Background: an optimization exercise with open tools, aiming at small area, a short achievable clock period and few clock cycles per item. Do not read the settings as production practice. At most, simulation tests tie the RTL to the original design; equivalence was not proved. No activity file was given, so power comes from the tool's default toggle rates.

oak:
Design line_follow_pid_steering_core, start of the top module:
module line_follow_pid_steering_core (
  input  logic        clk,
  input  logic        rst_n,
  input  logic        in_tvalid,
  output logic        in_tready,
  input  logic [47:0] in_tdata,    
  input  logic        in_tlast,    
  output logic        out_tvalid,
  input  logic        out_tready,
  output logic [47:0] out_tdata,
  input  logic        cfg_valid,
  output logic        cfg_ready,
  input  logic [2:0]  cfg_index,
  input  logic [31:0] cfg_data
);
Size: ~0.052 mm² of cells after synthesis.
Settings: LEC_CHECK=0, CAP_MARGIN=20, CORE_MARGIN=2, CORE_UTILIZATION=40, SLEW_MARGIN=20; clock period 11.0 ns.
standard.sh (not shown) runs the stock make flow with config.mk's settings and CLKGATE_MAP_FILE= SYNTH_SCRIPT=/design/flow/synth_recipe.tcl, a recipe that flattens the netlist after the stock synthesis.
==> flow/flow/run.sh <==
#!/bin/bash
set -euo pipefail
bash standard.sh SETUP_SLACK_MARGIN=7 finish > standard.log 2>&1
--- input diff oak..pine ---
--- a/flow/design.v
+++ b/flow/design.v
@@ -216,37 +216,44 @@
         end
         default: begin
           if (pb_xfer) p_st <= P_IDLE;
         end
       endcase
     end
   end
   logic [31:0]        dt_r;
-  logic [22:0]        d3_r;         
   logic               dbig_r, dzero_r;
   logic [21:0]        rem_r, q_r;
   logic               dsgn_r;
   logic [13:0]        mreg_r;       
   logic               mprev_r;
   logic [2:0]         mdig_r;       
   logic signed [35:0] accp_r;       
   logic [3:0]         mcnt_r;
   logic               icy_r, iovf_r, isgn_r;
   logic signed [13:0] diff_v;
   logic signed [12:0] err_v;
   assign diff_v = {pos_v[12], pos_v} - {prev_pos_r[12], prev_pos_r};
   assign err_v  = pos_v - 13'sd1920;
   logic [23:0] r4, s1v, s2v, s3v;
+  logic [24:0] t3a, t3b, t3c, t3x, t3y;
+  logic [25:0] t3s;
   logic [21:0] rem_n, q_n;
   always_comb begin
     r4  = {rem_r, q_r[21:20]};
     s1v = r4 - {2'd0, dt_r[21:0]};
     s2v = r4 - {1'd0, dt_r[21:0], 1'b0};
-    s3v = r4 - {1'd0, d3_r};
+    t3a = {1'b0, r4};
+    t3b = ~{3'd0, dt_r[21:0]};
+    t3c = ~{2'd0, dt_r[21:0], 1'b0};
+    t3x = t3a ^ t3b ^ t3c;
+    t3y = {(t3a[23:0] & t3b[23:0]) | (t3a[23:0] & t3c[23:0]) | (t3b[23:0] & t3c[23:0]), 1'b1};
+    t3s = {t3x, 1'b1} + {t3y, 1'b1};
+    s3v = {t3s[25], t3s[23:1]};
     if (dbig_r) begin
       rem_n = r4[21:0];
       q_n   = {q_r[19:0], 2'd0};
     end else if (!s3v[23]) begin
       rem_n = s3v[21:0];
       q_n   = {q_r[19:0], 2'd3};
     end else if (!s2v[23]) begin
       rem_n = s2v[21:0];
@@ -297,17 +304,16 @@
         accp_r     <= '0;
         mcnt_r     <= '0;
         b_st       <= B_ABS;
       end else begin
         case (b_st)
           B_ABS: begin
             rem_r   <= '0;
             q_r     <= {1'b0, dsgn_r ? 13'(-q_r[13:0]) : q_r[12:0], 8'd0};
-            d3_r    <= {1'b0, dt_r[21:0]} + {dt_r[21:0], 1'b0};
             dbig_r  <= |dt_r[31:21];
             dzero_r <= (dt_r == 32'd0);
             b_cnt   <= '0;
             b_st    <= B_DIV;
           end
           B_DIV: begin
             rem_r <= rem_n;
             q_r   <= q_n;
--- outcome ---
- pine: full flow OK, the timing, design-rule and antenna checks passed
- Looking at core occupancy in the finished layout across oak and pine, the one that comes out higher is pine.
- oak and pine ended up with nearly the same minimum hold slack.
- Relative to oak, internal power summed over all cells has gone up in pine.
- [pine] source-to-sink clock delay at the later pin of the worst-skew pair rose 20 ps relative to oak
- For the number of buffers outside the clock class in the layout, pine came in about 0.8% lower than oak did.
- oak -> pine: routed wire length flat
- Re final-layout clock buffer total: oak and pine aren't equal, and the higher value belongs to oak.
- In pine, the floorplan die area came out about 2.7% below the value in oak.
- Relative to oak, sequential share of layout area decreased by 0.57 points in pine.
- In pine, synthesized netlist net count is lower than in oak.
- oak has a higher post-synthesis compound-gate area fraction than pine.
- Summary — period utilization, pine relative to oak: lower, by 1.1 points.
- Compared with oak, in pine path length in cells of the critical path saw a decrease, count of sequential standard cells saw a decrease.
Testbench counts of pine, summed over its fixed seeds: cycles 5,456, scans 320.
No functional check of the RTL was part of oak.

---

Another version of the RTL of line_follow_pid_steering_core (not shown whole).
Size in the first run: about 730 flip-flops, about 140 I/O pins.
Design line_follow_pid_steering_core, start of the top module:
module line_follow_pid_steering_core (
  input  logic        clk,
  input  logic        rst_n,
  input  logic        in_tvalid,
  output logic        in_tready,
  input  logic [47:0] in_tdata,    
  input  logic        in_tlast,    
  output logic        out_tvalid,
  input  logic        out_tready,
  output logic [47:0] out_tdata,
  input  logic        cfg_valid,
  output logic        cfg_ready,
  input  logic [2:0]  cfg_index,
  input  logic [31:0] cfg_data
);
clock: 11.0 ns
lec_check: 0
cap_margin: 20
core_margin: 2
core_utilization: 40
slew_margin: 20
Scripts as last shown in full above: flow/flow/run.sh
Change:
--- a/flow/design.v
+++ b/flow/design.v
@@ -349,38 +349,38 @@
   logic [2:0]         bp_r, bd_r, bi_r;    
   logic d_can_write, c_take, c_last, out_load;
   assign out_load    = (d_st == D_OUT);
   assign d_can_write = (d_st == D_EMPTY) && !out_valid_r;
   assign c_last      = (c_st == C_RUN) && (c_cnt == 4'd15);
   assign c_take      = (c_st == C_IDLE) || (c_st == C_RES && d_can_write) ||
                        (c_last && d_can_write);
   assign bc_xfer     = (b_st == B_DONE) && c_take;
   assign pb_xfer     = p_final && ((b_st == B_IDLE) || bc_xfer);
   assign p_idle_next = ((p_st == P_IDLE) && !handoff) || pb_xfer;
+  function automatic logic [2:0] trip_sel(input logic [31:0] k, input logic [3:0] j);
+    logic [32:0] kx;
+    logic [2:0]  m1 [0:7];
+    logic [2:0]  m2 [0:3];
+    logic [2:0]  m3 [0:1];
+    kx = {k, 1'b0};
+    for (int i = 0; i < 8; i++) m1[i] = j[0] ? kx[4*i+2 +: 3] : kx[4*i +: 3];
+    for (int i = 0; i < 4; i++) m2[i] = j[1] ? m1[2*i+1] : m1[2*i];
+    for (int i = 0; i < 2; i++) m3[i] = j[2] ? m2[2*i+1] : m2[2*i];
+    trip_sel = j[3] ? m3[1] : m3[0];
+  endfunction
   logic [3:0]  bj;
-  logic [32:0] kpx, kdx, kix;
   logic [2:0]  tp, td, ti;
   always_comb begin
-    bj  = bc_xfer ? 4'd0 : c_cnt + 4'd1;
-    kpx = {kp_r, 1'b0};
-    kdx = {kd_r, 1'b0};
-    kix = {ki_r, 1'b0};
-    tp = '0;
-    td = '0;
-    ti = '0;
-    for (int j = 0; j < 16; j++) begin
-      if (bj == 4'(j)) begin
-        tp = tp | kpx[2*j +: 3];
-        td = td | kdx[2*j +: 3];
-        ti = ti | kix[2*j +: 3];
-      end
-    end
+    bj = c_cnt + 4'd1;
+    tp = trip_sel(kp_r, bj);
+    td = trip_sel(kd_r, bj);
+    ti = trip_sel(ki_r, bj);
   end
   logic [13:0] mE;
   logic [21:0] mD;
   logic [48:0] mI;
   logic [21:0] rowE;
   logic [22:0] rowD;
   logic [56:0] rowI;
   logic [57:0] sin, cinp, rdg, s1, c1, s2, c2, s3, c3;
   logic [2:0]  lowsum;
   logic        nD, nP, nI, first;
@@ -402,31 +402,31 @@
     c1 = {(sin[56:0] & cinp[56:0]) | (sin[56:0] & rowI) | (cinp[56:0] & rowI), nD};
     s2 = s1 ^ c1 ^ rdg;
     c2 = {(s1[56:0] & c1[56:0]) | (s1[56:0] & rdg[56:0]) | (c1[56:0] & rdg[56:0]), nP};
     s3 = s2 ^ c2 ^ {36'd0, rowE};
     c3 = {(s2[56:0] & c2[56:0]) | (s2[56:0] & {35'd0, rowE}) | (c2[56:0] & {35'd0, rowE}), nI};
     lowsum = {1'b0, s3[1:0]} + {1'b0, c3[1:0]} + {2'd0, (first ? 1'b0 : cin_r)};
   end
   always_ff @(posedge clk) begin
     if (!rst_q) begin
       c_st    <= C_IDLE;
-      c_cnt   <= '0;
+      c_cnt   <= 4'd15;
       c_ovl   <= 1'b0;
       integ_r <= '0;
     end else begin
       c_ovl <= 1'b0;
       if (c_st == C_RUN) begin
         s_r      <= s3[57:2];
         c_r      <= c3[57:2];
         cin_r    <= lowsum[2];
         sticky_r <= (first ? 1'b0 : sticky_r) | (|lowsum[1:0]);
-        c_cnt    <= c_cnt + 4'd1;
+        if (!c_last) c_cnt <= c_cnt + 4'd1;
         bp_r     <= booth_dig(tp);
         bd_r     <= booth_dig(td);
         bi_r     <= booth_dig(ti);
         if (c_last) begin
           if (d_can_write) begin
             c_ovl <= 1'b1;
             c_st  <= C_IDLE;
           end else begin
             c_st  <= C_RES;
           end
=>
- synthesized area hardly moves
- core utilization went down by 0.11 points
- non-clock buffer count falls by 38
- critical path depth fell by 14
- total power is lower by 4.3%
- clock power stays flat
- via count barely changes
- setup slack improved by 0.086 ns
- routed wire length decreases by 1.5%
- die area hardly moves
- register-to-register slack improved by 0.18 ns
- cell area went down by 0.99%
Function was not checked in any run of this note: the RTL went through the layout flow alone.

## re-timing with driven ports
The results above use ideal ports. As a check the final layouts listed here were re-extracted and re-timed, cells and wires unchanged. Step 1, drivers: a clkbuf_16 drives clk and a buf_2 each remaining input, both assumed. Step 2 times the ports against the registers' clock, not the clock port: input delays grow and output delays shrink by t, the midpoint of the rising clock arrivals with the driver on. a / b / c = ideal / step 1 / step 2; a / b = the first two.
| run | shift t [ns] | setup slack, ns | worst hold slack (ns) | worst setup path after step 2 | latest minus earliest clock arrival (ns) |
|---|---|---|---|---|---|
| oak | 0.744 | 6.911 / 6.911 / 6.638 | 0.452 / 0.452 / 0.452 | input to register | 0.032 / 0.033 |
| pine | 0.779 | 7.036 / 6.952 / 6.786 | 0.454 / 0.454 / 0.454 | input to register | 0.032 / 0.032 |
| the first run of note 2 | 0.765 | 6.979 / 6.979 / 6.663 | 0.460 / 0.460 / 0.460 | input to register | 0.032 / 0.032 |
| the second run of note 2 | 0.740 | 7.064 / 6.997 / 6.607 | 0.453 / 0.453 / 0.453 | input to register | 0.017 / 0.017 |
After both steps setup and hold are still met in every run listed. The setup slack of the second run of note 2, which loses most, moves by -0.067 ns with the drivers and by -0.457 ns with both steps.
